Background: an optimization exercise with open tools, aiming at small area, a short achievable clock period and few clock cycles per item. Do not read the settings as production practice. Function was not checked in any run shown here: the RTL went through the layout flow alone. Power is estimated from default activity; no workload was simulated.

### run.sh
#!/bin/bash
# synth_recipe.tcl (not shown) runs the flow's synth.tcl, then flattens the netlist and writes it again
# the make line also repeats each setting of config.mk as NAME=value (left out here)
make -C /OpenROAD-flow-scripts/flow DESIGN_CONFIG=/design/flow/config.mk WORK_HOME=/design/flow/orfs CLKGATE_MAP_FILE= SYNTH_SCRIPT=/design/flow/synth_recipe.tcl finish
### config.mk
export PLATFORM = sky130hd
export DESIGN_NAME = text_line_statistics_top
export DESIGN_NICKNAME = text_line_statistics_top
export VERILOG_FILES = /design/flow/design.v
export SDC_FILE = /design/flow/constraint.sdc
export NUM_CORES = 4
export LEC_CHECK = 0
export CAP_MARGIN = 20
export CORE_MARGIN = 2
export CORE_UTILIZATION = 40
export SLEW_MARGIN = 20
### constraint.sdc
create_clock -name core_clock -period 3.5 [get_ports {clock}]
set_input_delay 0.7000 -clock core_clock [delete_from_list [all_inputs] [get_ports {clock}]]
set_output_delay 0.7000 -clock core_clock [all_outputs]
set_load 0.01 [all_outputs]
### design.v
`default_nettype none
package tls_pkg;
   localparam int COUNT_BITS_DEFAULT = 16;
   localparam int OUT_BITS           = 16;
   localparam int OUT_FIELDS         = 12;
   localparam int RSP_BITS           = OUT_BITS * OUT_FIELDS;
   localparam int BYTE_BITS          = 8;
   localparam logic [BYTE_BITS-1:0] NEWLINE_BYTE = 8'd10;
endpackage
`default_nettype wire
`default_nettype none
module tls_in_stage (
   input  wire logic                         clock,
   input  wire logic                         reset,
   input  wire logic                         in_valid,
   output logic                              in_ready,
   input  wire logic [tls_pkg::BYTE_BITS-1:0] in_data,
   input  wire logic                         in_eof,
   input  wire logic                         resume,      
   output logic                              out_data,    
   output logic                              out_nl,      
   output logic                              out_eof      
);
   logic ready_ff, data_ff, eof_ff, nl_ff;
   logic fire;
   assign fire = in_valid && ready_ff;
   always_ff @(posedge clock) begin
      if (reset) begin
         ready_ff <= 1'b1;
         data_ff  <= 1'b0;
         eof_ff   <= 1'b0;
      end else begin
         ready_ff <= resume || (ready_ff && !(in_valid && in_eof));
         data_ff  <= fire && !in_eof;
         eof_ff   <= fire && in_eof;
      end
   end
   always_ff @(posedge clock) begin
      nl_ff <= (in_data == tls_pkg::NEWLINE_BYTE);
   end
   assign in_ready = ready_ff;
   assign out_data = data_ff;
   assign out_nl   = nl_ff;
   assign out_eof  = eof_ff;
endmodule
`default_nettype wire
`default_nettype none
module tls_file_stats #(
   parameter int COUNT_BITS = tls_pkg::COUNT_BITS_DEFAULT
) (
   input  wire logic                  clock,
   input  wire logic                  clear,
   input  wire logic                  data,      
   input  wire logic                  nl,        
   output logic [COUNT_BITS-1:0]      file_bytes,
   output logic [COUNT_BITS-1:0]      file_lines,
   output logic [COUNT_BITS-1:0]      file_empty,
   output logic [COUNT_BITS-1:0]      width_min,
   output logic [COUNT_BITS-1:0]      width_max
);
   localparam logic [COUNT_BITS-1:0] ALL_ONES = '1;
   function automatic logic [COUNT_BITS-1:0] sat_inc(input logic [COUNT_BITS-1:0] v);
      sat_inc = (v == ALL_ONES) ? v : v + 1'b1;
   endfunction
   logic [COUNT_BITS-1:0] bytes_ff, lines_ff, empty_ff, len_ff, wmin_ff, wmax_ff;
   logic                  fresh_ff;    
   logic                  le_min_ff;   
   logic                  gt_max_ff;   
   always_ff @(posedge clock) begin
      if (clear) begin
         bytes_ff  <= '0;
         lines_ff  <= '0;
         empty_ff  <= '0;
         len_ff    <= '0;
         wmin_ff   <= ALL_ONES;
         wmax_ff   <= '0;
         fresh_ff  <= 1'b1;
         le_min_ff <= 1'b1;
         gt_max_ff <= 1'b0;
      end else if (data) begin
         bytes_ff <= sat_inc(bytes_ff);
         if (fresh_ff) begin
            lines_ff <= sat_inc(lines_ff);
         end
         if (nl) begin
            if (fresh_ff) begin
               empty_ff <= sat_inc(empty_ff);
            end
            if (le_min_ff) begin
               wmin_ff <= len_ff;
            end
            if (gt_max_ff) begin
               wmax_ff <= len_ff;
            end
            len_ff    <= '0;
            fresh_ff  <= 1'b1;
            le_min_ff <= 1'b1;
            gt_max_ff <= 1'b0;
         end else begin
            fresh_ff <= 1'b0;
            if (len_ff != ALL_ONES) begin
               len_ff    <= len_ff + 1'b1;
               le_min_ff <= le_min_ff && (len_ff != wmin_ff);
               gt_max_ff <= gt_max_ff || (len_ff == wmax_ff);
            end
         end
      end
   end
   assign file_bytes = bytes_ff;
   assign file_lines = lines_ff;
   assign file_empty = empty_ff;
   assign width_min  = wmin_ff;
   assign width_max  = wmax_ff;
endmodule
`default_nettype wire
`default_nettype none
module tls_totals #(
   parameter int COUNT_BITS = tls_pkg::COUNT_BITS_DEFAULT
) (
   input  wire logic                    clock,
   input  wire logic                    reset,
   input  wire logic                    start,       
   output logic                         done,        
   input  wire logic [COUNT_BITS-1:0]   file_bytes,
   input  wire logic [COUNT_BITS-1:0]   file_lines,
   input  wire logic [COUNT_BITS-1:0]   file_empty,
   output logic [7*COUNT_BITS-1:0]      words
);
   localparam logic [COUNT_BITS-1:0] ALL_ONES = '1;
   logic [COUNT_BITS-1:0] w_ff [0:6];
   logic [6:1]            t_ff;        
   logic                  stale_ff;
   logic [6:0]            t;
   logic [COUNT_BITS-1:0] a, b, bx, r;
   logic [COUNT_BITS:0]   s;
   logic                  rot, is_add, is_min, take_b;
   assign t      = {t_ff, start};
   assign rot    = |t;
   assign done   = t[6];
   assign is_add = t[0] | t[1] | t[2];
   assign is_min = t[3] | t[5];
   always_comb begin
      b = '0;
      if (t[0] | t[3] | t[4]) b = b | file_bytes;
      if (t[1] | t[5] | t[6]) b = b | file_lines;
      if (t[2])               b = b | file_empty;
   end
   assign a      = stale_ff ? {COUNT_BITS{is_min}} : w_ff[0];
   assign bx     = is_add ? b : ~b;
   assign s      = {1'b0, a} + {1'b0, bx} + {{COUNT_BITS{1'b0}}, !is_add};
   assign take_b = is_min ? s[COUNT_BITS] : !s[COUNT_BITS];
   always_comb begin
      if (is_add) begin
         r = s[COUNT_BITS] ? ALL_ONES : s[COUNT_BITS-1:0];
      end else begin
         r = take_b ? b : a;
      end
   end
   always_ff @(posedge clock) begin
      if (reset) begin
         t_ff     <= '0;
         stale_ff <= 1'b1;
      end else begin
         t_ff <= t[5:0];
         if (t[6]) begin
            stale_ff <= 1'b0;
         end
      end
   end
   always_ff @(posedge clock) begin
      if (rot) begin
         w_ff[0] <= w_ff[1];
         w_ff[1] <= w_ff[2];
         w_ff[2] <= w_ff[3];
         w_ff[3] <= w_ff[4];
         w_ff[4] <= w_ff[5];
         w_ff[5] <= w_ff[6];
         w_ff[6] <= r;
      end
   end
   assign words = {w_ff[6], w_ff[5], w_ff[4], w_ff[3], w_ff[2], w_ff[1], w_ff[0]};
endmodule
`default_nettype wire
`default_nettype none
module text_line_statistics_top #(
   parameter int COUNT_BITS = tls_pkg::COUNT_BITS_DEFAULT
) (
   input  wire logic                           clock,
   input  wire logic                           reset,
   input  wire logic                           req_tvalid,
   output logic                                req_tready,
   input  wire logic [tls_pkg::BYTE_BITS-1:0]  req_tdata,   
   input  wire logic                           req_tuser,   
   output logic                                rsp_tvalid,
   input  wire logic                           rsp_tready,
   output logic [tls_pkg::RSP_BITS-1:0]        rsp_tdata
);
   logic                    s1_data, s1_nl, s1_eof;
   logic                    rsp_valid_ff;
   logic                    last, take;
   logic [COUNT_BITS-1:0]   file_bytes, file_lines, file_empty, width_min, width_max;
   logic [7*COUNT_BITS-1:0] words;
   assign take = rsp_valid_ff && rsp_tready;
   tls_in_stage u_in_stage (
      .clock    (clock),
      .reset    (reset),
      .in_valid (req_tvalid),
      .in_ready (req_tready),
      .in_data  (req_tdata),
      .in_eof   (req_tuser),
      .resume   (take),
      .out_data (s1_data),
      .out_nl   (s1_nl),
      .out_eof  (s1_eof)
   );
   tls_file_stats #(
      .COUNT_BITS (COUNT_BITS)
   ) u_file_stats (
      .clock      (clock),
      .clear      (reset || take),
      .data       (s1_data),
      .nl         (s1_nl),
      .file_bytes (file_bytes),
      .file_lines (file_lines),
      .file_empty (file_empty),
      .width_min  (width_min),
      .width_max  (width_max)
   );
   tls_totals #(
      .COUNT_BITS (COUNT_BITS)
   ) u_totals (
      .clock      (clock),
      .reset      (reset),
      .start      (s1_eof),
      .done       (last),
      .file_bytes (file_bytes),
      .file_lines (file_lines),
      .file_empty (file_empty),
      .words      (words)
   );
   always_ff @(posedge clock) begin
      if (reset) begin
         rsp_valid_ff <= 1'b0;
      end else begin
         rsp_valid_ff <= last || (rsp_valid_ff && !rsp_tready);
      end
   end
   assign rsp_tvalid = rsp_valid_ff;
   assign rsp_tdata  = {words, width_max, width_min, file_empty, file_lines, file_bytes};
endmodule
`default_nettype wire
==> flow_metrics.py, run 1 <==
metrics = {
    "synth": {
        "ys_ff_latch": 223,
        "synth_top_flop_cell": "edfxtp_1",
        "postSynthAreaPerCell_um2": 10.5,
        "synth_top_area_share_pct": 34.3,
        "synthCells": 933,
        "yosys.area.top_type": "edfxtp_1",
        "synth_common_cells": "nand2_1 (121), edfxtp_1 (112), dfxtp_1 (111)",
        "ys_types": 55,
        "synth_edf_count": 112,
        "ys.warnings.count": 5,
        "synth.net_count": 966,
        "ys_seq_area_share_pct": 56.9,
        "yosys-top-cells-area": "edfxtp_1 (34%), dfxtp_1 (23%), xor2_1 (6.3%)",
        "ys_async_sr_fraction_pct": 0,
        "synth_area_mm2": 0.00982,
        "synth.most_common_cell": "nand2_1",
    },
    "worst_setup_path": {
        "slowest_delay_ns": 0.40,
        "path_delay_family": "buffers and inverters",
        "r2r-end": "u_totals.w_ff[6][3]$_DFFE_PP_",
        "cp_num_buf_inv": 18,
        "crit_start": "u_totals.t_ff[3]$_SDFF_PP0_",
        "reg2reg_setup_slack_ns": -0.23,
        "ff2ff_path_depth": 23,
        "critPathKind": "register to register",
        "end_kind": "register",
        "required_ns": 3.76,
        "crit_chain": "or3_4 > buf_6 > buf_6 > a22oi_2 > nand2_1 > buf_4 > buf_4 > buf_4 > buf_4 > buf_4 > buf_4 > buf_4 > buf_4 > buf_4 > buf_4 > buf_4 > buf_4 > buf_4 > buf_4 > buf_4 > buf_4 > mux2i_1 > a22oi_1",
        "crit_top_cell": "buf_4",
        "reg2reg_from": "u_totals.t_ff[3]$_SDFF_PP0_",
        "cp_max_fo": 7,
        "arrival_ns": 3.98,
        "crit_slowest_cell": "or3_4",
        "start_kind": "register",
    },
    "pwr": {
        "ir_drop_mv": 0.356,
        "power.leakage_nw": 5.57,
        "pwr_density_cell_mw_per_mm2": 440,
    },
    "die": {
        "pin_count": 207,
        "fp.dieH_um": 161,
        "die_x_um": 161,
        "fp-row-count": 57,
        "die-area_mm2": 0.0258,
        "coreArea_mm2": 0.0242,
        "initial_core_util_pct": 40.6,
    },
    "detailed_routing": {
        "dr.first_iter.drc_count": 611,
        "drc": 0,
        "via_count": 8105,
        "firstDrtPassIters": 5,
        "drt-total-wl_um": 27600,
        "wire_per_inst_um": 17.4,
        "viasPerCell": 5.11,
        "drtAntennaViolNets": 0,
    },
    "clock_tree": {
        "htree_levels": 1,
        "insertion_delay_ns": 0.53,
        "clk_root_buffer_cell": "clkbuf_16",
        "clk_pin_slew_worst_paths_ns": 0.06,
        "cts_tree": "yes",
        "clock-sinks": 223,
        "cts_buffers": 26,
        "clock_path_buffers": 3,
    },
    "finish": {
        "final_cells": 1585,
        "layout-drive-gt1-share_pct": 17.3,
        "diodes": 0,
        "fin_util_pct": 58.8,
        "num-nets-final": 1274,
        "final_area_mm2": 0.0142,
        "area_growth_pct": 44.9,
    },
    "run_status": {
        "violatedChecks": "setup timing",
        "status": "finished with violations",
    },
    "global_routing": {
        "grt_max_degree": 54,
        "grt_pass1_wl_um": 43400,
        "gr-total-overflow": 0,
        "grt_antenna_before_repair": 0,
        "grt_use_total_pct": 21.0,
        "grt_pass1_vias": 7926,
    },
    "placement": {
        "port_buffers": 206,
        "dpl.hpwl_um": 19500,
        "placed_area_mm2": 0.0130,
        "place_inst": 1511,
        "dp_slack_ns": -0.299,
        "place.gp.congestion": 0.908,
    },
    "timing": {
        "fin_skew_ns": 0.0201,
        "period_needed_ns": 3.73,
        "tightestPinTransition_ns": 0.731,
        "post-route-period-util_pct": 106,
        "setup_violations": 16,
        "slew_headroom_pct": 51.3,
        "maxClockFrequency_mhz": 268,
        "finalWorstSetupSlack_ns": -0.227,
        "final_hold_viol_count": 0,
        "rsz0062_at_grt": "yes",
        "maxSlewViolCount": 0,
    },
    "min_path": {
        "worstHoldEndpoint": "u_totals.w_ff[1][5]$_DFFE_PP_",
        "worstHoldPathCells": 0,
        "hp-start": "u_totals.w_ff[2][5]$_DFFE_PP_",
        "holdCritPathClass": "register to register",
    },
    "flow_run": {
        "maxCapViolCount": 0,
    },
}
==> worst max-delay path by stage <==
stage                                                 to  slack, ns  depth (start not counted)
final                      u_totals.w_ff[6][3]$_DFFE_PP_      -0.23                         23
after global routing       u_totals.w_ff[6][6]$_DFFE_PP_      -0.37                         14
after CTS                  u_totals.w_ff[6][2]$_DFFE_PP_      -0.16                         13
after detailed placement  u_totals.w_ff[6][10]$_DFFE_PP_      -0.30                         14
after global placement    u_totals.w_ff[6][14]$_DFFE_PP_      -0.19                         14
after floorplan            u_totals.w_ff[6][3]$_DFFE_PP_      -0.13                         15
==> final cells by class <==
cell class	instances	area [µm²]
Multi-Input combinational cell	634	4180
Sequential cell	223	5590
Clock inverter	13	116
Clock buffer	35	736
Inverter	21	78.8
Tap cell	324	405
Fill cell	2062	9950
Timing Repair Buffer	335	3120
==> placed cells by master, fill, tap and decap left out, types with 8 or more instances in the layout <==
cell type        count
edfxtp_1           112
mux2i_1              8
a22oi_1             13
dfxtp_1            109
a21oi_1             45
clkbuf_16           27
ha_1                18
nor2_1              78
inv_1               21
nand2_1            121
or3_1               15
clkdlybuf4s50_1    206
nor4_1              10
xnor2_1             32
nor3_1              15
nand3_1             36
mux2_4               8
o21a_1               9
and3_1              10
o21ai_0             30
nand4_1             19
buf_4              117
xor2_1              71
==> state kept, by name, summed over array words and instances (netlist names), 6 cells and up <==
register / cells
u_file_stats.bytes_ff: 16
u_file_stats.lines_ff: 16
u_file_stats.wmin_ff: 16
u_file_stats.len_ff: 16
u_file_stats.empty_ff: 16
u_totals.t_ff: 6
u_totals.w_ff: 112
u_file_stats.wmax_ff: 16
==> kinds of logic (layout without fill, tap and decap cells) <==
family / after synthesis / in the layout / share of synthesized area, %
and+or+nand+nor: 343 / 343 / 16.4
DFF: 223 / 223 / 56.9
AOI/OAI and AO/OA: 144 / 144 / 9.36
xor gates and xnor gates: 108 / 108 / 9.64
buffers and inverters: 76 / 404 / 3.02
adders and majority gates: 20 / 20 / 2.63
muxes: 19 / 19 / 2.08
==> layer usage <==
metal	share of wire (%)	vias up	GRT usage [%]
met5	0	-	0
met4	2.2	0	5.61
met3	6.2	40	4.34
met2	46	274	34.0
met1	45	3859	28.9
li1	-	3932	-
==> where the power goes <==
| group | switching (mW) | total, mW | internal [mW] |
|---|---|---|---|
| Combinational | 0.333 | 0.671 | 0.338 |
| Clock | 1.08 | 2.69 | 1.62 |
| Sequential | 0.0506 | 2.90 | 2.85 |
| Total | 1.46 | 6.26 | 4.80 |
==> timing repair <==
item | CTS | global route
setup buffers | 19 | 4
pin swaps | 18 | 10
hold buffers | 0 | 0
setup endpoints to repair | 16 | 16
gates cloned | 3 | 0
resized for setup | 33 | 12
==> stage by stage <==
step           TNS, ns  power [mW]  hold slack [ns]
5_1_grt          -5.33        6.49            0.451
4_1_cts          -2.09        6.31            0.445
6_report         -3.01        6.26            0.444
3_3_place_gp     -2.07        3.56            0.427
3_5_place_dp     -3.09        3.57            0.431
2_1_floorplan   -0.944        3.26            0.431
==> inputs of run 2 (changes only) <==
--- a/config.mk
+++ b/config.mk
@@ -5,6 +5,7 @@
 export SDC_FILE = /design/flow/constraint.sdc
 export NUM_CORES = 4
 export LEC_CHECK = 0
+export ABC_AREA = 1
 export CAP_MARGIN = 20
 export CORE_MARGIN = 2
 export CORE_UTILIZATION = 40
==> run 2 against run 1 <==
  * Sequential power barely moved
  * Largest cell class unchanged
  * Critical path depth fell by 4
  * First-iteration DRC count rose by 6.7%
  * Clock-buffer cell count fell by 4
  * Wire length rose by 6.0%
  * Via count rose by 8.6%
  * Now clean on timing, DRC and antenna
  * Utilization fell by 4.5 points
  * Sequential share of layout area rose by 1.4 points
  * Combinational power fell by 6.6%
  * Critical path type unchanged
  * Non-clock buffer count fell by 92
  * Critical endpoint is now u_totals.w_ff[6][4]$_DFFE_PP_
  * Setup slack improved by 0.47 ns
==> flow_metrics.py, run 2 <==
metrics = {
    "run_status": {
        "status": "finished clean",
    },
    "placement": {
        "port_buffers": 206,
        "place.gp.congestion": 0.920,
        "dp_slack_ns": 0.0363,
        "dpl.hpwl_um": 21600,
    },
    "synth": {
        "ys.warnings.count": 5,
        "postSynthAreaPerCell_um2": 9.06,
        "ys_seq_area_share_pct": 54.2,
        "synth.most_common_cell": "nand2_1",
        "synth_common_cells": "nand2_1 (214), inv_1 (122), edfxtp_1 (112)",
        "yosys-top-cells-area": "edfxtp_1 (33%), dfxtp_1 (22%), nand2_1 (7.8%)",
        "synth_area_mm2": 0.0103,
        "synthCells": 1138,
        "ys_ff_latch": 223,
        "ys_types": 51,
        "synth_top_area_share_pct": 32.6,
        "synth_edf_count": 112,
        "ys_async_sr_fraction_pct": 0,
        "yosys.area.top_type": "edfxtp_1",
        "synth_top_flop_cell": "edfxtp_1",
        "synth.net_count": 1171,
    },
    "worst_setup_path": {
        "end_kind": "register",
        "r2r-end": "u_totals.w_ff[6][4]$_DFFE_PP_",
        "slowest_delay_ns": 0.46,
        "start_kind": "register",
        "cp_num_buf_inv": 2,
        "path_delay_family": "simple AND/OR/NAND/NOR gates",
        "crit_start": "u_totals.t_ff[1]$_SDFF_PP0_",
        "crit_cells": 19,
        "required_ns": 3.79,
        "crit_slowest_cell": "fa_1",
        "worstSetupEndpoint": "u_totals.w_ff[6][4]$_DFFE_PP_",
        "cp_max_fo": 6,
        "critPathKind": "register to register",
        "crit_chain": "nor2_2 > nand2_2 > a22o_1 > a21oi_2 > xor2_1 > inv_1 > fa_1 > nand3b_1 > nand2_1 > a21oi_2 > o21ai_2 > nand2_2 > nand2_4 > nand2_1 > nand2_2 > buf_4 > nand2_1 > o211ai_1 > nand2_1",
        "reg2reg_from": "u_totals.t_ff[1]$_SDFF_PP0_",
        "arrival_ns": 3.55,
        "reg2reg_setup_slack_ns": 0.24,
        "ff2ff_path_depth": 19,
        "crit_top_cell": "nand2_1",
    },
    "finish": {
        "largest_reg_flops": 112,
        "layout_common_cells": "nand2_1 (211), clkdlybuf4s50_1 (206), inv_1 (121), edfxtp_1 (112), dfxtp_1 (111)",
        "n_fill_cell": 2330,
        "num-nets-final": 1403,
        "area_growth_pct": 33.1,
        "layout-drive-gt1-share_pct": 9.51,
        "fin_util_pct": 54.4,
        "top_register": "u_totals.w_ff",
        "final_common_cell": "nand2_1",
        "diodes": 0,
    },
    "timing": {
        "maxClockFrequency_mhz": 307,
        "setup_violations": 0,
        "fin_skew_ns": 0.0228,
        "maxSlewViolCount": 0,
        "slew_headroom_pct": 51.3,
        "post-route-period-util_pct": 93.2,
        "tightestPinTransition_ns": 0.730,
        "finalWorstSetupSlack_ns": 0.240,
        "period_needed_ns": 3.26,
        "final_hold_viol_count": 0,
    },
    "detailed_routing": {
        "routedLengthMet1_um": 13600,
        "met2WireLength_um": 12900,
        "drt-total-wl_um": 29300,
        "dr.first_iter.drc_count": 652,
        "drtAntennaViolNets": 0,
        "wire_per_inst_um": 17.0,
        "dr_wl_met3_um": 1910,
        "viasPerCell": 5.12,
        "drc": 0,
        "firstDrtPassIters": 5,
        "via_count": 8801,
        "top_layer": "met4",
    },
    "clock_tree": {
        "clock_path_buffers": 3,
        "htree_levels": 1,
        "clk_root_buffer_cell": "clkbuf_16",
        "insertion_delay_ns": 0.53,
        "cts_tree": "yes",
        "ctsHoldBuffers": 0,
        "clk_pin_slew_worst_paths_ns": 0.07,
        "cts_buffers": 25,
        "clock-sinks": 223,
    },
    "flow_run": {
        "maxCapViolCount": 0,
    },
    "die": {
        "coreArea_mm2": 0.0253,
        "pin_count": 207,
        "die_x_um": 165,
        "die-area_mm2": 0.0271,
        "fp.dieH_um": 165,
        "fp-row-count": 58,
        "initial_core_util_pct": 40.8,
    },
    "global_routing": {
        "grt_pass1_wl_um": 44300,
        "grt_max_degree": 51,
        "grt_antenna_before_repair": 0,
        "gr-total-overflow": 0,
        "grt_use_total_pct": 20.9,
        "grt_pass1_vias": 8262,
    },
    "min_path": {
        "holdCritPathClass": "register to register",
        "worstHoldPathCells": 1,
    },
    "pwr": {
        "ir_drop_mv": 0.416,
        "power.leakage_nw": 5.27,
        "pwr_density_cell_mw_per_mm2": 442,
    },
}
-- run 2: kinds of logic (layout without fill, tap and decap cells) --
group	after synthesis	in the layout	share of synthesized area, %
AO/OA/AOI/OAI	225	225	12.3
XOR/XNOR	60	60	5.10
adder cells (fa/ha/maj)	20	20	2.50
buffers and inverters	175	425	6.94
flip-flops	223	223	54.2
AND/OR/NAND/NOR	435	435	19.0
-- run 2: timing repair --
| item | in CTS | in global routing |
|---|---|---|
| buffers inserted | 0 | 1 |
| resized for setup | 0 | 14 |
| setup endpoints to repair | 0 | 16 |
-- run 2: final cells by class --
class / instances / area, µm² / share of cell area [%]
sequential: 223 / 5590 / 40.7
multi-input combinational: 740 / 4060 / 29.6
timing repair buffer: 243 / 2360 / 17.2
clock buffer: 31 / 658 / 4.79
inverter: 136 / 518 / 3.77
tap: 330 / 413 / 3.01
clock inverter: 14 / 120 / 0.875
timing repair inverter: 1 / 5.00 / 0.0365
-- run 2: worst register-to-register path, cell delays in order, from the launching register on --
cell,delay (ns)
dfxtp_1,0.33
nor2_2,0.12
nand2_2,0.12
a22o_1,0.24
a21oi_2,0.15
xor2_1,0.20
inv_1,0.09
fa_1,0.46
nand3b_1,0.18
nand2_1,0.12
a21oi_2,0.09
o21ai_2,0.16
nand2_2,0.10
nand2_4,0.10
nand2_1,0.06
nand2_2,0.11
buf_4,0.17
nand2_1,0.06
o211ai_1,0.08
nand2_1,0.07
-- run 2: report_power, final --
part	switching, mW	total, mW	internal [mW]	leakage [nW]
Combinational	0.352	0.627	0.275	2.93
Clock	1.05	2.52	1.48	0.395
Sequential	0.0598	2.92	2.86	1.94
-- run 2: how the worst min path moves through the flow --
stage,from,endpoint,slack [ns]
6_report,u_totals.t_ff[6]$_SDFF_PP0_,u_totals.stale_ff$_SDFFE_PP1P_,0.44
5_1_grt,u_totals.w_ff[6][12]$_DFFE_PP_,u_totals.w_ff[5][12]$_DFFE_PP_,0.45
3_3_place_gp,u_totals.t_ff[6]$_SDFF_PP0_,u_totals.stale_ff$_SDFFE_PP1P_,0.43
2_1_floorplan,u_totals.t_ff[6]$_SDFF_PP0_,u_totals.stale_ff$_SDFFE_PP1P_,0.42
4_1_cts,u_totals.t_ff[3]$_SDFF_PP0_,u_totals.t_ff[4]$_SDFF_PP0_,0.44
3_5_place_dp,u_totals.w_ff[3][1]$_DFFE_PP_,u_totals.w_ff[2][1]$_DFFE_PP_,0.43
-- run 2: per-stage QoR --
stage               power (mW)  instances  hold slack [ns]  setup TNS (ns)  area, µm²
floorplan                 3.30       1138            0.420               0      10300
global placement          3.59       1671            0.427               0      12900
detailed placement        3.60       1671            0.433               0      12900
CTS                       6.14       1716            0.443               0      13700
global route              6.31       1718            0.454          -0.333      13700
finish                    6.07       1718            0.441               0      13700
-- run 2: layer usage --
layer	GRT usage [%]	vias up
li1	-	4331
met1	29.1	4116
met2	33.2	297
met3	3.57	57
met4	6.68	0
met5	0	-
==> inputs of run 3 (changes only) <==
--- a/design.v
+++ b/design.v
@@ -126,59 +126,77 @@
    input  wire logic [COUNT_BITS-1:0]   file_empty,
    output logic [7*COUNT_BITS-1:0]      words
 );
-   localparam logic [COUNT_BITS-1:0] ALL_ONES = '1;
-   logic [COUNT_BITS-1:0] w_ff [0:6];
-   logic [6:1]            t_ff;        
+   localparam int H = COUNT_BITS / 2;
+   localparam int N = 14;
+   localparam logic [H-1:0] ALL_ONES = '1;
+   logic [H-1:0]          c_ff [0:N-1];
+   logic [N-1:1]          t_ff;        
    logic                  stale_ff;
-   logic [6:0]            t;
-   logic [COUNT_BITS-1:0] a, b, bx, r;
-   logic [COUNT_BITS:0]   s;
-   logic                  rot, is_add, is_min, take_b;
-   assign t      = {t_ff, start};
-   assign rot    = |t;
-   assign done   = t[6];
-   assign is_add = t[0] | t[1] | t[2];
-   assign is_min = t[3] | t[5];
+   logic                  cy_ff;
+   logic [N-1:0]          t;
+   logic [COUNT_BITS-1:0] b16;
+   logic [H-1:0]          a, b, bx, r, fix;
+   logic [H:0]            s;
+   logic                  rot, hi, is_add, is_min, sel_bytes, sel_lines, sel_empty;
+   logic                  cin, take_b, do_fix;
+   assign t         = {t_ff, start};
+   assign rot       = |t;
+   assign done      = t[N-1];
+   assign hi        = t[1] | t[3] | t[5] | t[7] | t[9] | t[11] | t[13];
+   assign is_add    = t[0] | t[1] | t[2] | t[3] | t[4] | t[5];
+   assign is_min    = t[6] | t[7] | t[10] | t[11];
+   assign sel_bytes = t[0] | t[1] | t[6] | t[7] | t[8] | t[9];
+   assign sel_lines = t[2] | t[3] | t[10] | t[11] | t[12] | t[13];
+   assign sel_empty = t[4] | t[5];
    always_comb begin
-      b = '0;
-      if (t[0] | t[3] | t[4]) b = b | file_bytes;
-      if (t[1] | t[5] | t[6]) b = b | file_lines;
-      if (t[2])               b = b | file_empty;
-   end
-   assign a      = stale_ff ? {COUNT_BITS{is_min}} : w_ff[0];
-   assign bx     = is_add ? b : ~b;
-   assign s      = {1'b0, a} + {1'b0, bx} + {{COUNT_BITS{1'b0}}, !is_add};
-   assign take_b = is_min ? s[COUNT_BITS] : !s[COUNT_BITS];
+      b16 = '0;
+      if (sel_bytes) b16 = b16 | file_bytes;
+      if (sel_lines) b16 = b16 | file_lines;
+      if (sel_empty) b16 = b16 | file_empty;
+   end
+   assign b   = hi ? b16[COUNT_BITS-1:H] : b16[H-1:0];
+   assign a   = stale_ff ? {H{is_min}} : c_ff[0];
+   assign bx  = is_add ? b : ~b;
+   assign cin = hi ? cy_ff : !is_add;
+   assign s   = {1'b0, a} + {1'b0, bx} + {{H{1'b0}}, cin};
+   assign take_b = is_min ? s[H] : !s[H];
    always_comb begin
       if (is_add) begin
-         r = s[COUNT_BITS] ? ALL_ONES : s[COUNT_BITS-1:0];
-      end else begin
-         r = take_b ? b : a;
-      end
-   end
+         r = (hi && s[H]) ? ALL_ONES : s[H-1:0];
+      end else begin
+         r = (hi && take_b) ? b : a;
+      end
+   end
+   assign do_fix = hi && (is_add ? s[H] : take_b);
+   assign fix    = do_fix ? (is_add ? ALL_ONES : b16[H-1:0]) : c_ff[N-1];
    always_ff @(posedge clock) begin
       if (reset) begin
          t_ff     <= '0;
          stale_ff <= 1'b1;
       end else begin
-         t_ff <= t[5:0];
-         if (t[6]) begin
+         t_ff <= t[N-2:0];
+         if (done) begin
             stale_ff <= 1'b0;
          end
       end
    end
    always_ff @(posedge clock) begin
+      cy_ff <= s[H];
+   end
+   always_ff @(posedge clock) begin
       if (rot) begin
-         w_ff[0] <= w_ff[1];
-         w_ff[1] <= w_ff[2];
-         w_ff[2] <= w_ff[3];
-         w_ff[3] <= w_ff[4];
-         w_ff[4] <= w_ff[5];
-         w_ff[5] <= w_ff[6];
-         w_ff[6] <= r;
-      end
-   end
-   assign words = {w_ff[6], w_ff[5], w_ff[4], w_ff[3], w_ff[2], w_ff[1], w_ff[0]};
+         for (int i = 0; i < N - 2; i++) begin
+            c_ff[i] <= c_ff[i+1];
+         end
+         c_ff[N-2] <= fix;
+         c_ff[N-1] <= r;
+      end
+   end
+   always_comb begin
+      for (int i = 0; i < N; i++) begin
+         words[i*H +: H] = c_ff[i];
+      end
+   end
 endmodule
 `default_nettype wire
 `default_nettype none
==> run 3 against run 2 <==
  * Clock-buffer cell count is 1 lower
  * Still clean
  * Highest routed layer unchanged
  * Utilization is 0.77 points lower
  * Sequential cell count is 8 higher
  * First-iteration DRC count is 2.8% higher
  * Synthesized cell count is 8.3% higher
  * Combinational power is 19% lower
  * Cell count is 4.3% higher
  * Maximum frequency is 0.67% higher
  * Non-clock buffer count is 15 lower
  * Total power is 5.9% higher
  * Critical path depth stayed put
  * Largest cell class unchanged
  * Via count is 1.8% higher
==> flow_metrics.py, run 3 <==
metrics = {
    "run_status": {
        "status": "finished clean",
    },
    "detailed_routing": {
        "drt-total-wl_um": 28800,
        "dr.first_iter.drc_count": 670,
        "drtAntennaViolNets": 0,
        "viasPerCell": 5.00,
        "via_count": 8958,
        "drc": 0,
        "wire_per_inst_um": 16.1,
        "firstDrtPassIters": 5,
    },
    "worst_setup_path": {
        "critPathKind": "register to register",
        "start_kind": "register",
        "cp_max_fo": 14,
        "end_kind": "register",
        "arrival_ns": 3.51,
        "required_ns": 3.77,
    },
    "global_routing": {
        "grt_pass1_wl_um": 45800,
        "gr-total-overflow": 0,
        "grt_antenna_before_repair": 0,
        "grt_pass1_vias": 8374,
        "grt_use_total_pct": 20.2,
        "grt_max_degree": 57,
    },
    "pwr": {
        "power.leakage_nw": 5.33,
        "p_int_mw": 4.94,
        "power_switching_mw": 1.49,
        "pwr-share-seq_pct": 46.8,
        "pwr_density_cell_mw_per_mm2": 462,
        "ir_drop_mv": 0.412,
        "pwr-share-comb_pct": 7.9,
        "swShare_pct": 23.2,
        "p_clk_share_pct": 45.3,
    },
    "synth": {
        "synth_area_mm2": 0.0106,
        "postSynthAreaPerCell_um2": 8.56,
        "ys_ff_latch": 231,
        "synth.most_common_cell": "nand2_1",
        "ys_seq_area_share_pct": 54.5,
        "ys_types": 38,
        "yosys-top-cells-area": "edfxtp_1 (32%), dfxtp_1 (23%), nand2_1 (12%)",
        "ys.warnings.count": 5,
        "synthCells": 1232,
        "synth_top_flop_cell": "dfxtp_1",
        "synth_edf_count": 112,
        "synth_top_area_share_pct": 31.9,
        "yosys.area.top_type": "edfxtp_1",
        "synth_common_cells": "nand2_1 (331), nor2_1 (127), dfxtp_1 (119)",
        "synth.net_count": 1258,
        "ys_async_sr_fraction_pct": 0,
    },
    "timing": {
        "slew_headroom_pct": 49.4,
        "final_hold_viol_count": 0,
        "tightestPinTransition_ns": 0.759,
        "fin_setup_tns_ns": 0,
        "rsz0062_at_grt": "no",
        "whs_ns": 0.424,
        "period_needed_ns": 3.24,
        "maxSlewViolCount": 0,
        "setup_violations": 0,
        "maxClockFrequency_mhz": 309,
        "fin_skew_ns": 0.00905,
        "post-route-period-util_pct": 92.5,
    },
    "finish": {
        "largest_reg_flops": 112,
        "top_register": "u_totals.c_ff",
        "layout_common_cells": "nand2_1 (331), clkdlybuf4s50_1 (206), nor2_1 (126), dfxtp_1 (119), edfxtp_1 (112)",
        "num-nets-final": 1463,
        "diodes": 0,
        "final_common_cell": "nand2_1",
        "layout-drive-gt1-share_pct": 7.48,
        "area_growth_pct": 32.0,
    },
    "clock_tree": {
        "insertion_delay_ns": 0.53,
        "htree_levels": 1,
        "clk_root_buffer_cell": "clkbuf_16",
        "cts_tree": "yes",
        "clock-sinks": 231,
        "ctsHoldBuffers": 0,
        "clock_path_buffers": 3,
        "cts_buffers": 26,
        "clk_pin_slew_worst_paths_ns": 0.06,
    },
    "placement": {
        "port_buffers": 206,
        "dpl.hpwl_um": 20800,
        "place.gp.congestion": 0.889,
    },
    "min_path": {
        "holdCritPathClass": "register to register",
    },
    "die": {
        "coreArea_mm2": 0.0260,
        "die-area_mm2": 0.0277,
        "die_x_um": 166,
        "pin_count": 207,
        "initial_core_util_pct": 40.6,
        "fp.dieH_um": 166,
        "fp-row-count": 59,
    },
    "flow_run": {
        "maxCapViolCount": 0,
    },
}
## run 3: cell types whose count changed after synthesis, moves of 11 or more
cell,before,now
inv_1,122,107
nand3_1,68,90
buf_2,10,21
nand2_1,214,331
nand4_1,12,34
a21oi_1,106,77
nor2_1,65,127
o21ai_0,56,27
o22ai_1,12,0
## run 3: cell type report
type                       count  area, µm²
fill                        2434      12100
sequential                   231       5750
clock inverter                18        219
timing repair buffer         228       2230
inverter                     115        432
clock buffer                  30        717
multi-input combinational    835       4170
tap                          335        419
## run 3: cell families (layout without fill, tap and decap cells)
group / Yosys count / after routing / synth area share [%]
XOR/XNOR: 61 / 61 / 5.06
buffers and inverters: 166 / 391 / 6.49
AND/OR/NAND/NOR: 630 / 630 / 25.6
AO/OA/AOI/OAI: 131 / 131 / 6.68
flip-flops: 231 / 231 / 54.5
adder cells (fa/ha/maj): 13 / 13 / 1.68
## run 3: stage by stage
stage | std cells | utilization (%) | total power, mW | setup slack, ns | instance area (µm²)
finish | 1792 | 53.6 | 6.43 | 0.262 | 13900
global route | 1792 | 53.6 | 6.68 | 0.00682 | 13900
CTS | 1791 | 53.4 | 6.49 | 0.0506 | 13900
detailed placement | 1743 | 49.8 | 3.57 | 0.0594 | 12900
global placement | 1743 | 49.8 | 3.57 | 0.182 | 12900
floorplan | 1232 | - | 3.31 | 0.252 | 10600
## run 3: path summary, 6_finish.rpt
path	from	end	slack, ns	cells past startpoint
hold reg to reg	u_totals.t_ff[2]$_SDFF_PP0_	u_totals.t_ff[3]$_SDFF_PP0_	0.42	2
setup / recovery	u_totals.t_ff[7]$_SDFF_PP0_	u_totals.c_ff[13][1]$_DFFE_PP_	0.26	19
hold / removal	u_totals.t_ff[2]$_SDFF_PP0_	u_totals.t_ff[3]$_SDFF_PP0_	0.42	2
setup reg to reg	u_totals.t_ff[7]$_SDFF_PP0_	u_totals.c_ff[13][1]$_DFFE_PP_	0.26	19
## run 3: worst max-delay path, stage by stage, from the launching register on
cell and delay [ns]:
dfxtp_1 0.32, nor2_1 0.18, nand3_1 0.16, buf_4 0.22
nand2_1 0.07, nand3_1 0.08, nor2_1 0.19, nor2_1 0.11
xor2_1 0.17, ha_1 0.35, nand2_1 0.09, inv_1 0.05
a21oi_2 0.22, nand2_1 0.16, nand2_2 0.12, nand2_2 0.07
nor2_4 0.19, nand2_1 0.07, nand3_1 0.08, nand2_1 0.07
## run 3: layer usage
metal,GRT usage (%),up-vias,part of all wire [%],wire (µm)
li1,-,4459,-,-
met1,29.5,4179,47,13600
met2,31.3,282,44,12800
met3,3.68,38,6.7,1920
met4,4.99,0,1.8,529
met5,0,-,0,0
## run 3: what timing repair did
action	in CTS	in global routing
resized for setup	0	9
endpoints found under the setup margin	0	16
setup buffers	0	1
## run 3: power groups by stage
| stage | Sequential, mW | Combinational, mW | Clock, mW |
|---|---|---|---|
| finish | 3.01 | 0.509 | 2.92 |
| global route | 3.02 | 0.555 | 3.11 |
| CTS | 3.01 | 0.506 | 2.98 |
| detailed placement | 3.07 | 0.506 | 0 |
| global placement | 3.06 | 0.503 | 0 |
| floorplan | 3.09 | 0.218 | 0 |
==> inputs of run 4 (changes only) <==
==> flow/run.sh (new file) <==
#!/bin/bash
# Standard layout, with plain buf_1 cells as the port buffers.
set -euo pipefail
export BUFFER_PORTS_ARGS="-buffer_cell sky130_fd_sc_hd__buf_1"
bash standard.sh > standard_flow.log 2>&1
==> standard.sh (new file) <==
#!/bin/bash
# synth_recipe.tcl (not shown) runs the flow's synth.tcl, then flattens the netlist and writes it again
# the make line also repeats each setting of config.mk as NAME=value (left out here)
make -C /OpenROAD-flow-scripts/flow DESIGN_CONFIG=/design/flow/config.mk WORK_HOME=/design/flow/orfs CLKGATE_MAP_FILE= SYNTH_SCRIPT=/design/flow/synth_recipe.tcl "${@:-finish}"
removed: run.sh
==> run 4 against run 3 <==
  * Cell count hardly changed
  * Total power is 1.9% higher
  * Sequential power is essentially flat
  * Still clean on timing, DRC and antenna
  * Hold slack got worse by 0.094 ns
==> flow_metrics.py, run 4 <==
metrics = {
    "run_status": {
        "status": "finished clean",
    },
    "timing": {
        "final_hold_viol_count": 0,
        "post-route-period-util_pct": 93.0,
        "period_needed_ns": 3.26,
        "maxSlewViolCount": 0,
        "slew_headroom_pct": 55.7,
        "maxClockFrequency_mhz": 307,
        "setup_violations": 0,
        "rsz0062_at_grt": "yes",
        "fin_skew_ns": 0.0303,
        "tightestPinTransition_ns": 0.664,
    },
    "die": {
        "die-area_mm2": 0.0277,
        "coreArea_mm2": 0.0260,
        "initial_core_util_pct": 40.6,
        "fp.dieH_um": 166,
        "die_x_um": 166,
        "fp-row-count": 59,
        "pin_count": 207,
    },
    "synth": {
        "ys_seq_area_share_pct": 54.5,
        "ys_ff_latch": 231,
        "postSynthAreaPerCell_um2": 8.56,
        "synth_top_area_share_pct": 31.9,
        "ys.warnings.count": 5,
        "synthCells": 1232,
        "yosys.area.top_type": "edfxtp_1",
        "synth.net_count": 1258,
        "synth_edf_count": 112,
        "synth_area_mm2": 0.0106,
        "synth.most_common_cell": "nand2_1",
        "synth_common_cells": "nand2_1 (331), nor2_1 (127), dfxtp_1 (119)",
        "ys_types": 38,
        "ys_async_sr_fraction_pct": 0,
        "synth_top_flop_cell": "dfxtp_1",
        "yosys-top-cells-area": "edfxtp_1 (32%), dfxtp_1 (23%), nand2_1 (12%)",
    },
    "worst_setup_path": {
        "cp_num_buf_inv": 1,
        "slowest_delay_ns": 0.46,
        "start_kind": "register",
        "end_kind": "register",
        "critPathKind": "register to register",
        "crit_chain": "nor2_1 > nand2_1 > nor2_2 > inv_1 > nand4_1 > nand2_1 > xor2_1 > fa_1 > fa_1 > nand2_1 > nand2_1 > nand3_1 > nand2_1 > nand2_2 > nand2_2 > nand2_1 > nand2_4 > nand2_1 > o21ai_1",
        "crit_slowest_cell": "fa_1",
        "path_delay_family": "simple AND/OR/NAND/NOR gates",
        "required_ns": 3.80,
        "arrival_ns": 3.56,
        "cp_max_fo": 16,
        "crit_top_cell": "nand2_1",
    },
    "placement": {
        "placed_area_mm2": 0.0117,
        "place.gp.congestion": 0.883,
        "port_buffers": 206,
        "dpl.hpwl_um": 20400,
    },
    "pwr": {
        "pwr_density_cell_mw_per_mm2": 517,
        "power_mw": 6.55,
        "ir_drop_mv": 0.529,
        "power.leakage_nw": 4.82,
    },
    "clock_tree": {
        "clk_root_buffer_cell": "clkbuf_16",
        "cts_buffers": 27,
        "htree_levels": 1,
        "insertion_delay_ns": 0.56,
        "clk_pin_slew_worst_paths_ns": 0.06,
        "clock-sinks": 231,
        "cts_tree": "yes",
        "clock_path_buffers": 3,
    },
    "flow_run": {
        "maxCapViolCount": 0,
    },
    "global_routing": {
        "grt_pass1_wl_um": 44400,
        "grt_use_total_pct": 19.6,
        "grt_antenna_before_repair": 0,
        "grt_max_degree": 54,
        "grt_pass1_vias": 8340,
        "gr-total-overflow": 0,
    },
    "finish": {
        "num-nets-final": 1463,
        "layout_common_cells": "nand2_1 (331), buf_1 (206), nor2_1 (126), dfxtp_1 (119), edfxtp_1 (112)",
        "top_register": "u_totals.c_ff",
        "regArea_mm2": 0.00575,
        "diodes": 0,
        "area_growth_pct": 20.1,
        "n_fill_cell": 2529,
        "layout-drive-gt1-share_pct": 6.86,
        "final_area_mm2": 0.0127,
        "multi_input_area_mm2": 0.00414,
        "largest_reg_flops": 112,
        "final_common_cell": "nand2_1",
    },
    "detailed_routing": {
        "wire_per_inst_um": 15.7,
        "drtAntennaViolNets": 0,
        "firstDrtPassIters": 5,
        "viasPerCell": 4.97,
        "drc": 0,
        "dr.first_iter.drc_count": 782,
        "drt-total-wl_um": 28100,
        "via_count": 8920,
    },
    "min_path": {
        "holdCritPathClass": "input pin to register",
    },
}
[run 4: kinds of logic (layout without fill, tap and decap cells)]
group,after synthesis,count (layout),synth area share (%)
buffers and inverters,166,392,6.49
XOR/XNOR,61,61,5.06
flip-flops,231,231,54.5
adder cells (fa/ha/maj),13,13,1.68
AO/OA/AOI/OAI,131,131,6.68
AND/OR/NAND/NOR,630,630,25.6
[run 4: where the power goes]
part	internal (mW)	total [mW]	leakage [nW]	switching (mW)
sequential	2.95	3.01	2.00	0.0563
combinational	0.114	0.399	2.33	0.285
clock	2.00	3.15	0.484	1.14
[run 4: cell type report]
class | instances | area share, %
multi-input cells | 835 | 32.7
well taps | 335 | 3.31
clock buffers | 36 | 5.83
inverters | 115 | 3.41
flip-flops and latches | 231 | 45.3
repair buffers | 227 | 7.34
clock inverters | 14 | 2.09
[run 4: timing repair]
action                                  CTS  global route
hold buffers                              0             0
endpoints found under the setup margin    0            15
setup buffers                             0             0
gates resized for setup                   0             4
[run 4: per-layer routing]
layer	vias to the layer above	wire length (µm)	GRT usage (%)	share of wire, %
li1	4461	-	-	-
met1	4140	13100	27.5	47
met2	281	12600	31.4	45
met3	38	1890	3.83	6.7
met4	0	554	4.91	2.0
met5	-	0	0	0
[run 4: worst paths after layout]
check / startpoint / endpoint / slack, ns / cells after the start
setup reg to reg: u_totals.t_ff[13]$_SDFF_PP0_ / u_totals.c_ff[12][4]$_DFFE_PP_ / 0.24 / 19
hold reg to reg: u_totals.t_ff[12]$_SDFF_PP0_ / u_totals.t_ff[13]$_SDFF_PP0_ / 0.42 / 2
hold / removal: req_tdata[4] / u_in_stage.nl_ff$_DFF_P_ / 0.33 / 2
setup / recovery: u_totals.t_ff[13]$_SDFF_PP0_ / u_totals.c_ff[12][4]$_DFFE_PP_ / 0.24 / 19
[run 4: metrics by stage]
| step | std cells | util (%) | TNS [ns] | setup WS [ns] | hold slack (ns) |
|---|---|---|---|---|---|
| CTS | 1793 | 48.7 | 0 | 0.163 | 0.313 |
| global placement | 1743 | 44.8 | 0 | 0.264 | 0.410 |
| finish | 1793 | 48.8 | 0 | 0.244 | 0.330 |
| detailed placement | 1743 | 44.8 | 0 | 0.158 | 0.409 |
| floorplan | 1232 | - | 0 | 0.252 | 0.403 |
| global route | 1793 | 48.8 | -0.00718 | -0.00420 | 0.343 |
==> inputs of run 5 (changes only) <==
--- a/design.v
+++ b/design.v
@@ -130,61 +130,74 @@
    localparam int N = 14;
    localparam logic [H-1:0] ALL_ONES = '1;
    logic [H-1:0]          c_ff [0:N-1];
-   logic [N-1:1]          t_ff;        
-   logic                  stale_ff;
-   logic                  cy_ff;
-   logic [N-1:0]          t;
-   logic [COUNT_BITS-1:0] b16;
-   logic [H-1:0]          a, b, bx, r, fix;
+   logic                  run_ff, stale_ff, cy_ff;
+   logic [3:0]            st_ff;                   
+   logic                  hi_ff, add_ff, min_ff, sel_b_ff, sel_l_ff;
+   logic [H-1:0]          b_ff;                    
+   logic [3:0]            nst;
+   logic [2:0]            nk;
+   logic                  n_run, n_add, n_min, n_sel_b, n_sel_l;
+   logic [COUNT_BITS-1:0] nb16;
+   logic [H-1:0]          nb;
+   logic [H-1:0]          a, b_raw, b_lo, r, fix;
    logic [H:0]            s;
-   logic                  rot, hi, is_add, is_min, sel_bytes, sel_lines, sel_empty;
    logic                  cin, take_b, do_fix;
-   assign t         = {t_ff, start};
-   assign rot       = |t;
-   assign done      = t[N-1];
-   assign hi        = t[1] | t[3] | t[5] | t[7] | t[9] | t[11] | t[13];
-   assign is_add    = t[0] | t[1] | t[2] | t[3] | t[4] | t[5];
-   assign is_min    = t[6] | t[7] | t[10] | t[11];
-   assign sel_bytes = t[0] | t[1] | t[6] | t[7] | t[8] | t[9];
-   assign sel_lines = t[2] | t[3] | t[10] | t[11] | t[12] | t[13];
-   assign sel_empty = t[4] | t[5];
-   always_comb begin
-      b16 = '0;
-      if (sel_bytes) b16 = b16 | file_bytes;
-      if (sel_lines) b16 = b16 | file_lines;
-      if (sel_empty) b16 = b16 | file_empty;
-   end
-   assign b   = hi ? b16[COUNT_BITS-1:H] : b16[H-1:0];
-   assign a   = stale_ff ? {H{is_min}} : c_ff[0];
-   assign bx  = is_add ? b : ~b;
-   assign cin = hi ? cy_ff : !is_add;
-   assign s   = {1'b0, a} + {1'b0, bx} + {{H{1'b0}}, cin};
-   assign take_b = is_min ? s[H] : !s[H];
-   always_comb begin
-      if (is_add) begin
-         r = (hi && s[H]) ? ALL_ONES : s[H-1:0];
-      end else begin
-         r = (hi && take_b) ? b : a;
-      end
-   end
-   assign do_fix = hi && (is_add ? s[H] : take_b);
-   assign fix    = do_fix ? (is_add ? ALL_ONES : b16[H-1:0]) : c_ff[N-1];
+   assign done  = run_ff && (st_ff == 4'd13);
+   assign n_run = start || (run_ff && !done);
+   assign nst   = start ? 4'd0 : st_ff + 4'd1;
+   assign nk    = nst[3:1];
+   assign n_add   = (nk <= 3'd2);
+   assign n_min   = (nk == 3'd3) || (nk == 3'd5);
+   assign n_sel_b = (nk == 3'd0) || (nk == 3'd3) || (nk == 3'd4);
+   assign n_sel_l = (nk == 3'd1) || (nk == 3'd5) || (nk == 3'd6);
+   always_comb begin
+      if (n_sel_b)      nb16 = file_bytes;
+      else if (n_sel_l) nb16 = file_lines;
+      else              nb16 = file_empty;
+   end
+   assign nb = (nst[0] ? nb16[COUNT_BITS-1:H] : nb16[H-1:0]) ^ {H{!n_add}};
    always_ff @(posedge clock) begin
       if (reset) begin
-         t_ff     <= '0;
+         run_ff   <= 1'b0;
          stale_ff <= 1'b1;
       end else begin
-         t_ff <= t[N-2:0];
+         run_ff <= n_run;
          if (done) begin
             stale_ff <= 1'b0;
          end
       end
    end
    always_ff @(posedge clock) begin
-      cy_ff <= s[H];
-   end
-   always_ff @(posedge clock) begin
-      if (rot) begin
+      st_ff    <= nst;
+      hi_ff    <= nst[0];
+      add_ff   <= n_add;
+      min_ff   <= n_min;
+      sel_b_ff <= n_sel_b;
+      sel_l_ff <= n_sel_l;
+      b_ff     <= nb;
+      cy_ff    <= s[H];
+   end
+   assign a      = stale_ff ? {H{min_ff}} : c_ff[0];
+   assign cin    = hi_ff ? cy_ff : !add_ff;
+   assign s      = {1'b0, a} + {1'b0, b_ff} + {{H{1'b0}}, cin};
+   assign take_b = min_ff ? s[H] : !s[H];
+   assign b_raw  = add_ff ? b_ff : ~b_ff;
+   always_comb begin
+      if (add_ff) begin
+         r = (hi_ff && s[H]) ? ALL_ONES : s[H-1:0];
+      end else begin
+         r = (hi_ff && take_b) ? b_raw : a;
+      end
+   end
+   always_comb begin
+      if (sel_b_ff)      b_lo = file_bytes[H-1:0];
+      else if (sel_l_ff) b_lo = file_lines[H-1:0];
+      else               b_lo = file_empty[H-1:0];
+   end
+   assign do_fix = hi_ff && (add_ff ? s[H] : take_b);
+   assign fix    = do_fix ? (add_ff ? ALL_ONES : b_lo) : c_ff[N-1];
+   always_ff @(posedge clock) begin
+      if (run_ff) begin
          for (int i = 0; i < N - 2; i++) begin
             c_ff[i] <= c_ff[i+1];
          end
==> run 5 against run 4 <==
  * Clock skew shrank 0.013 ns
  * Via count increased by 8.5%
  * Sequential power up 11%
  * Hold slack about the same
  * First-iteration DRC count fell by 20%
  * Design area increased by 3.0%
  * Cell count rose by 5.4%
  * Die area is 5.6% higher
==> flow_metrics.py, run 5 <==
metrics = {
    "worst_setup_path": {
        "start_kind": "register",
        "slowest_delay_ns": 0.44,
        "end_kind": "register",
        "crit_slowest_cell": "fa_1",
        "reg2reg_from": "u_totals.min_ff$_DFF_P_",
        "crit_chain": "nand2_1 > inv_1 > a21oi_1 > fa_1 > fa_1 > o21ai_2 > nand4_1 > nand3_1 > nand2_2 > nand2_4 > nand2_1 > nand3_1 > nand2_1",
        "cp_num_buf_inv": 1,
        "path_delay_family": "simple AND/OR/NAND/NOR gates",
        "crit_start": "u_totals.min_ff$_DFF_P_",
        "arrival_ns": 3.20,
        "required_ns": 3.79,
        "crit_top_cell": "nand2_1",
        "critPathKind": "register to register",
        "cp_max_fo": 9,
    },
    "timing": {
        "tightestPinTransition_ns": 0.775,
        "final_hold_viol_count": 0,
        "maxSlewViolCount": 0,
        "fin_skew_ns": 0.0169,
        "post-route-period-util_pct": 82.9,
        "finalWorstSetupSlack_ns": 0.599,
        "fin_setup_tns_ns": 0,
        "rsz0062_at_grt": "no",
        "setup_violations": 0,
        "maxClockFrequency_mhz": 345,
        "period_needed_ns": 2.90,
        "slew_headroom_pct": 48.3,
    },
    "die": {
        "die_x_um": 171,
        "die-area_mm2": 0.0292,
        "fp-row-count": 61,
        "pin_count": 207,
        "fp.dieH_um": 171,
        "coreArea_mm2": 0.0276,
        "initial_core_util_pct": 40.4,
    },
    "synth": {
        "yosys-top-cells-area": "edfxtp_1 (30%), dfxtp_1 (22%), nand2_1 (11%)",
        "ys_types": 45,
        "synth_common_cells": "nand2_1 (320), nand3_1 (153), dfxtp_1 (123)",
        "postSynthAreaPerCell_um2": 8.55,
        "yosys.area.top_type": "edfxtp_1",
        "synth.most_common_cell": "nand2_1",
        "synthCells": 1305,
        "synth.net_count": 1333,
        "synth_top_flop_cell": "dfxtp_1",
        "synth_area_mm2": 0.0112,
        "synth_top_area_share_pct": 30.2,
        "ys_seq_area_share_pct": 52.2,
        "synth_edf_count": 112,
        "ys.warnings.count": 5,
        "ys_async_sr_fraction_pct": 0,
        "ys_ff_latch": 235,
    },
    "placement": {
        "dpl.hpwl_um": 24100,
        "port_buffers": 206,
        "place.gp.congestion": 0.913,
        "dp_slack_ns": 0.628,
    },
    "global_routing": {
        "grt_max_degree": 60,
        "gr-total-overflow": 0,
        "grt_use_total_pct": 21.9,
        "grt_pass1_wl_um": 50000,
        "grt_pass1_vias": 8951,
        "grt_antenna_before_repair": 0,
    },
    "clock_tree": {
        "htree_levels": 1,
        "post_cts_resized": 0,
        "ctsHoldBuffers": 0,
        "cts_tree": "yes",
        "clock_path_buffers": 3,
        "clk_root_buffer_cell": "clkbuf_16",
        "clock-sinks": 235,
        "post_cts_buffers": 0,
        "insertion_delay_ns": 0.55,
        "clk_pin_slew_worst_paths_ns": 0.06,
        "cts_buffers": 27,
    },
    "detailed_routing": {
        "dr.first_iter.drc_count": 627,
        "via_count": 9680,
        "wire_per_inst_um": 17.5,
        "drt-total-wl_um": 33100,
        "drc": 0,
        "firstDrtPassIters": 5,
        "drtAntennaViolNets": 0,
        "viasPerCell": 5.12,
    },
    "finish": {
        "fin_util_pct": 47.3,
        "diodes": 0,
        "area_growth_pct": 17.1,
        "largest_reg_flops": 112,
        "layout_common_cells": "nand2_1 (320), buf_1 (206), nand3_1 (153), dfxtp_1 (122), inv_1 (120)",
        "layout-drive-gt1-share_pct": 6.42,
        "top_register": "u_totals.c_ff",
        "final_common_cell": "nand2_1",
        "num-nets-final": 1518,
    },
    "run_status": {
        "status": "finished clean",
    },
    "pwr": {
        "pwr_density_cell_mw_per_mm2": 715,
        "power.leakage_nw": 4.85,
        "ir_drop_mv": 0.385,
    },
    "min_path": {
        "hp-start": "req_tdata[7]",
        "holdCritPathClass": "input pin to register",
    },
    "flow_run": {
        "maxCapViolCount": 0,
    },
}
-- run 5: report_power, final --
group	internal (mW)	total (mW)	switching [mW]
sequential	3.14	3.35	0.216
clock	1.70	2.83	1.13
combinational	0.942	3.15	2.21
total	5.78	9.33	3.55
-- run 5: metal layers --
layer | track usage, % | part of all wire (%) | vias to the layer above
li1 | - | - | 4772
met1 | 29.3 | 43 | 4518
met2 | 35.6 | 46 | 332
met3 | 4.12 | 7.3 | 58
met4 | 7.07 | 2.9 | 0
met5 | 0 | 0 | -
-- run 5: cell families after synthesis --
family	synth area share (%)
AOI/OAI and AO/OA	9.68
xor gates and xnor gates	3.69
adders and majority gates	1.82
buffers and inverters	7.48
DFF	52.2
and+or+nand+nor	25.1
-- run 5: through the flow --
| step | total power [mW] | cell area [µm²] | cells | hold slack (ns) |
|---|---|---|---|---|
| after floorplan | 5.82 | 11200 | 1305 | 0.419 |
| after global placement | 6.51 | 12200 | 1839 | 0.427 |
| after detailed placement | 6.53 | 12200 | 1839 | 0.429 |
| after CTS | 9.38 | 13100 | 1889 | 0.309 |
| after global routing | 9.92 | 13100 | 1889 | 0.338 |
| final | 9.33 | 13100 | 1889 | 0.331 |
-- run 5: layout make-up --
class	count	area [µm²]
tap	378	473
clock inverter	15	153
inverter	136	515
clock buffer	35	736
sequential	235	5830
multi-input combinational	876	4500
fill	2798	14600
timing repair buffer	214	846
-- run 5: path summary, 6_finish.rpt --
check | to | slack (ns) | cells after the start
worst max register to register | u_totals.c_ff[13][1]$_DFFE_PP_ | 0.60 | 13
worst min-delay path | u_in_stage.nl_ff$_DFF_P_ | 0.33 | 2
worst max-delay path | u_totals.c_ff[13][1]$_DFFE_PP_ | 0.60 | 13
worst min register to register | u_totals.c_ff[8][7]$_DFFE_PP_ | 0.44 | 0
-- run 5: worst reg2reg max path, stage by stage, from the launching register on --
cell and delay [ns]:
dfxtp_1 0.37, nand2_1 0.07, inv_1 0.16, a21oi_1 0.11, fa_1 0.44, fa_1 0.43
o21ai_2 0.21, nand4_1 0.15, nand3_1 0.16, nand2_2 0.17, nand2_4 0.16, nand2_1 0.07
nand3_1 0.08, nand2_1 0.06
==> inputs of run 6 (changes only) <==
--- a/config.mk
+++ b/config.mk
@@ -5,7 +5,7 @@
 export SDC_FILE = /design/flow/constraint.sdc
 export NUM_CORES = 4
 export LEC_CHECK = 0
-export ABC_AREA = 1
+export ABC_CLOCK_PERIOD_IN_PS = 1700
 export CAP_MARGIN = 20
 export CORE_MARGIN = 2
 export CORE_UTILIZATION = 40
==> run 6 against run 5 <==
  * Still clean
  * Die area shrank 8.2%
  * First-iteration DRC count is 4.0% lower
  * Critical path depth fell by 4
  * Critical path type unchanged
  * Critical endpoint is now u_totals.c_ff[12][3]$_DFFE_PP_
  * Largest power group unchanged
  * Highest routed layer unchanged
==> flow_metrics.py, run 6 <==
metrics = {
    "finish": {
        "layout-drive-gt1-share_pct": 6.16,
        "largest_reg_flops": 112,
        "area_growth_pct": 18.2,
        "diodes": 0,
        "n_fill_cell": 2383,
        "final_common_cell": "buf_1",
        "top_register": "u_totals.c_ff",
        "fin_util_pct": 48.1,
        "layout_common_cells": "buf_1 (206), nand2_1 (133), dfxtp_1 (122), edfxtp_1 (112), nor2_1 (102)",
        "num-nets-final": 1193,
    },
    "worst_setup_path": {
        "slowest_delay_ns": 0.49,
        "path_delay_family": "adder cells",
        "critPathKind": "register to register",
        "cp_num_buf_inv": 0,
        "cp_max_fo": 10,
        "required_ns": 3.79,
        "start_kind": "register",
        "arrival_ns": 3.47,
        "end_kind": "register",
        "crit_chain": "mux2i_1 > fa_1 > fa_1 > nor2b_1 > o2111ai_1 > a21o_1 > and3_1 > o21ai_4 > mux2_2",
        "crit_slowest_cell": "dfxtp_1",
        "crit_top_cell": "fa_1",
    },
    "die": {
        "initial_core_util_pct": 40.7,
        "die_x_um": 164,
        "coreArea_mm2": 0.0251,
        "fp.dieH_um": 164,
        "pin_count": 207,
        "fp-row-count": 58,
        "die-area_mm2": 0.0268,
    },
    "synth": {
        "ys_async_sr_fraction_pct": 0,
        "ys_ff_latch": 235,
        "ys.warnings.count": 5,
        "synth_compound_area_share_pct": 8.75,
        "postSynthAreaPerCell_um2": 10.5,
        "synth_top_family_by_area": "simple AND/OR/NAND/NOR gates",
        "muxShareOfSynthArea_pct": 2.06,
        "synth_top_flop_cell": "dfxtp_1",
        "synth_common_cells": "nand2_1 (133), dfxtp_1 (123), edfxtp_1 (112)",
        "synth-xor-area-share_pct": 8.83,
        "ys_seq_area_share_pct": 57.0,
        "synth_top_area_share_pct": 32.9,
        "synthAdderAreaFrac_pct": 1.98,
        "synth.net_count": 1002,
        "ys_types": 66,
        "synth.most_common_cell": "nand2_1",
        "yosys-top-cells-area": "edfxtp_1 (33%), dfxtp_1 (24%), xor2_1 (5.0%)",
        "yosys.area.top_type": "edfxtp_1",
        "synth_area_mm2": 0.0102,
        "synth_simple_gate_area_share_pct": 17.5,
        "synth_edf_count": 112,
        "synthCells": 974,
    },
    "placement": {
        "dpl.hpwl_um": 17900,
        "place.gp.congestion": 0.887,
        "port_buffers": 206,
        "dp_slack_ns": 0.217,
    },
    "flow_run": {
        "maxCapViolCount": 0,
    },
    "clock_tree": {
        "post_cts_buffers": 0,
        "insertion_delay_ns": 0.54,
        "clock_path_buffers": 3,
        "clock-sinks": 235,
        "clk_pin_slew_worst_paths_ns": 0.06,
        "htree_levels": 1,
        "cts_buffers": 26,
        "ctsHoldBuffers": 0,
        "cts_tree": "yes",
        "clk_root_buffer_cell": "clkbuf_16",
    },
    "global_routing": {
        "grt_max_degree": 68,
        "grt_pass1_vias": 6923,
        "grt_use_total_pct": 17.8,
        "grt_pass1_wl_um": 37900,
        "grt_antenna_before_repair": 0,
        "gr-total-overflow": 0,
    },
    "detailed_routing": {
        "top_layer": "met4",
        "drt-total-wl_um": 25100,
        "met2WireLength_um": 11500,
        "firstDrtPassIters": 6,
        "drc": 0,
        "via_count": 7756,
        "dr_wl_met3_um": 1670,
        "drtAntennaViolNets": 0,
        "routedLengthMet1_um": 11400,
        "wire_per_inst_um": 16.6,
        "viasPerCell": 5.12,
        "dr.first_iter.drc_count": 602,
    },
    "pwr": {
        "pwr_density_cell_mw_per_mm2": 674,
        "power.leakage_nw": 4.26,
        "ir_drop_mv": 0.424,
    },
    "timing": {
        "rsz0062_at_grt": "no",
        "post-route-period-util_pct": 91.1,
        "maxSlewViolCount": 0,
        "final_hold_viol_count": 0,
        "maxClockFrequency_mhz": 314,
        "setup_violations": 0,
        "period_needed_ns": 3.19,
        "fin_skew_ns": 0.0217,
        "finalWorstSetupSlack_ns": 0.313,
        "fin_setup_tns_ns": 0,
        "slew_headroom_pct": 40.3,
        "tightestPinTransition_ns": 0.895,
    },
    "run_status": {
        "status": "finished clean",
    },
    "min_path": {
        "holdCritPathClass": "input pin to register",
    },
}
-- run 6: changes by cell type after synthesis, moves of 12 or more --
cell      before  now
mux2i_1        0   12
inv_1        120   38
xnor2_1       18   45
nor3_1        31   16
clkbuf_1      23   43
nor2_1        51  102
buf_2         18    5
nand3_1      153   45
nand2_1      320  133
xor2_1        29   58
o221ai_1       0   15
o21ai_0       57   13
a21oi_1       84   44
-- run 6: final cells by class --
cell class                 instances  area, µm²  area share [%]
timing repair buffer             217        868            7.19
clock inverter                     9       85.1           0.705
sequential                       235       5830            48.3
clock buffer                      39        728            6.03
tap                              330        413            3.42
multi-input combinational        645       4000            33.1
inverter                          40        150            1.24
-- run 6: worst paths after layout --
kind                                  start                             end  slack (ns)  depth (start not counted)
max          u_totals.stale_ff$_SDFFE_PP1P_  u_totals.c_ff[12][3]$_DFFE_PP_        0.31                          9
min                            req_tdata[6]        u_in_stage.nl_ff$_DFF_P_        0.40                          3
max reg2reg  u_totals.stale_ff$_SDFFE_PP1P_  u_totals.c_ff[12][3]$_DFFE_PP_        0.31                          9
min reg2reg  u_totals.c_ff[10][6]$_DFFE_PP_   u_totals.c_ff[9][6]$_DFFE_PP_        0.44                          0
-- run 6: logic make-up (layout without fill, tap and decap cells) --
group           count (synthesis)  after routing
simple gates                  382            382
flops                         235            235
buf+inv                        94            305
compound gates                125            125
xor+xnor                      103            103
mux                            20             20
fa+ha+maj                      15             15
-- run 6: repair_timing --
item                       in CTS  in global routing
hold endpoints to repair        0                  0
setup endpoints to repair       0                  8
gates resized for setup         0                  1
-- run 6: metrics by stage --
step / cell area, µm² / hold WS (ns) / std cells / total power, mW
final: 12100 / 0.399 / 1515 / 8.13
after detailed placement: 11300 / 0.432 / 1467 / 5.54
after global placement: 11300 / 0.427 / 1467 / 5.52
after floorplan: 10200 / 0.449 / 974 / 5.12
after global routing: 12100 / 0.408 / 1515 / 8.57
after CTS: 12100 / 0.374 / 1515 / 8.19
-- run 6: worst reg2reg max path, stage by stage, from the launching register on --
cell and delay, ns:
dfxtp_1 0.49, mux2i_1 0.16, fa_1 0.46, fa_1 0.42, nor2b_1 0.17, o2111ai_1 0.14, a21o_1 0.26, and3_1 0.19
o21ai_4 0.29, mux2_2 0.37
-- run 6: where the power goes --
| group | switching, mW | internal [mW] | leakage, nW |
|---|---|---|---|
| clock | 1.10 | 1.52 | 0.401 |
| sequential | 0.205 | 3.12 | 2.02 |
| combinational | 1.26 | 0.926 | 1.84 |
-- run 6: layer usage --
metal | up-vias | track usage, %
li1 | 3795 | -
met1 | 3668 | 24.4
met2 | 253 | 28.4
met3 | 40 | 3.56
met4 | 0 | 5.50
met5 | - | 0

## separate check: timing with driven ports
The flow's constraints put no driver on any port. The routed layouts listed below were extracted and timed again, unchanged, in two steps.
Step 1, drivers: a clkbuf_16 drives clock and a buf_2 each remaining input, both assumed.
Step 2 times the ports against the registers' clock, not the clock port: input delays grow and output delays shrink by t, the midpoint of the rising clock arrivals with the driver on.
Three values: ideal, step 1, step 2; two values: the first two.
run | t, ns | setup slack, ns | worst setup path after step 2 | worst slew at a driven data input, ns | cell pins on the clock port's net
run 1 | 0.569 | -0.227 / -0.227 / -0.227 | register to register | 0.07 | 1
run 2 | 0.571 | 0.240 / 0.240 / 0.240 | register to register | 0.03 | 1
run 3 | 0.573 | 0.262 / 0.262 / 0.262 | register to register | 0.06 | 1
run 4 | 0.593 | 0.244 / 0.244 / 0.244 | register to register | 0.06 | 1
run 5 | 0.585 | 0.599 / 0.599 / 0.599 | register to register | 0.05 | 1
run 6 | 0.582 | 0.313 / 0.313 / 0.313 | register to register | 0.03 | 1
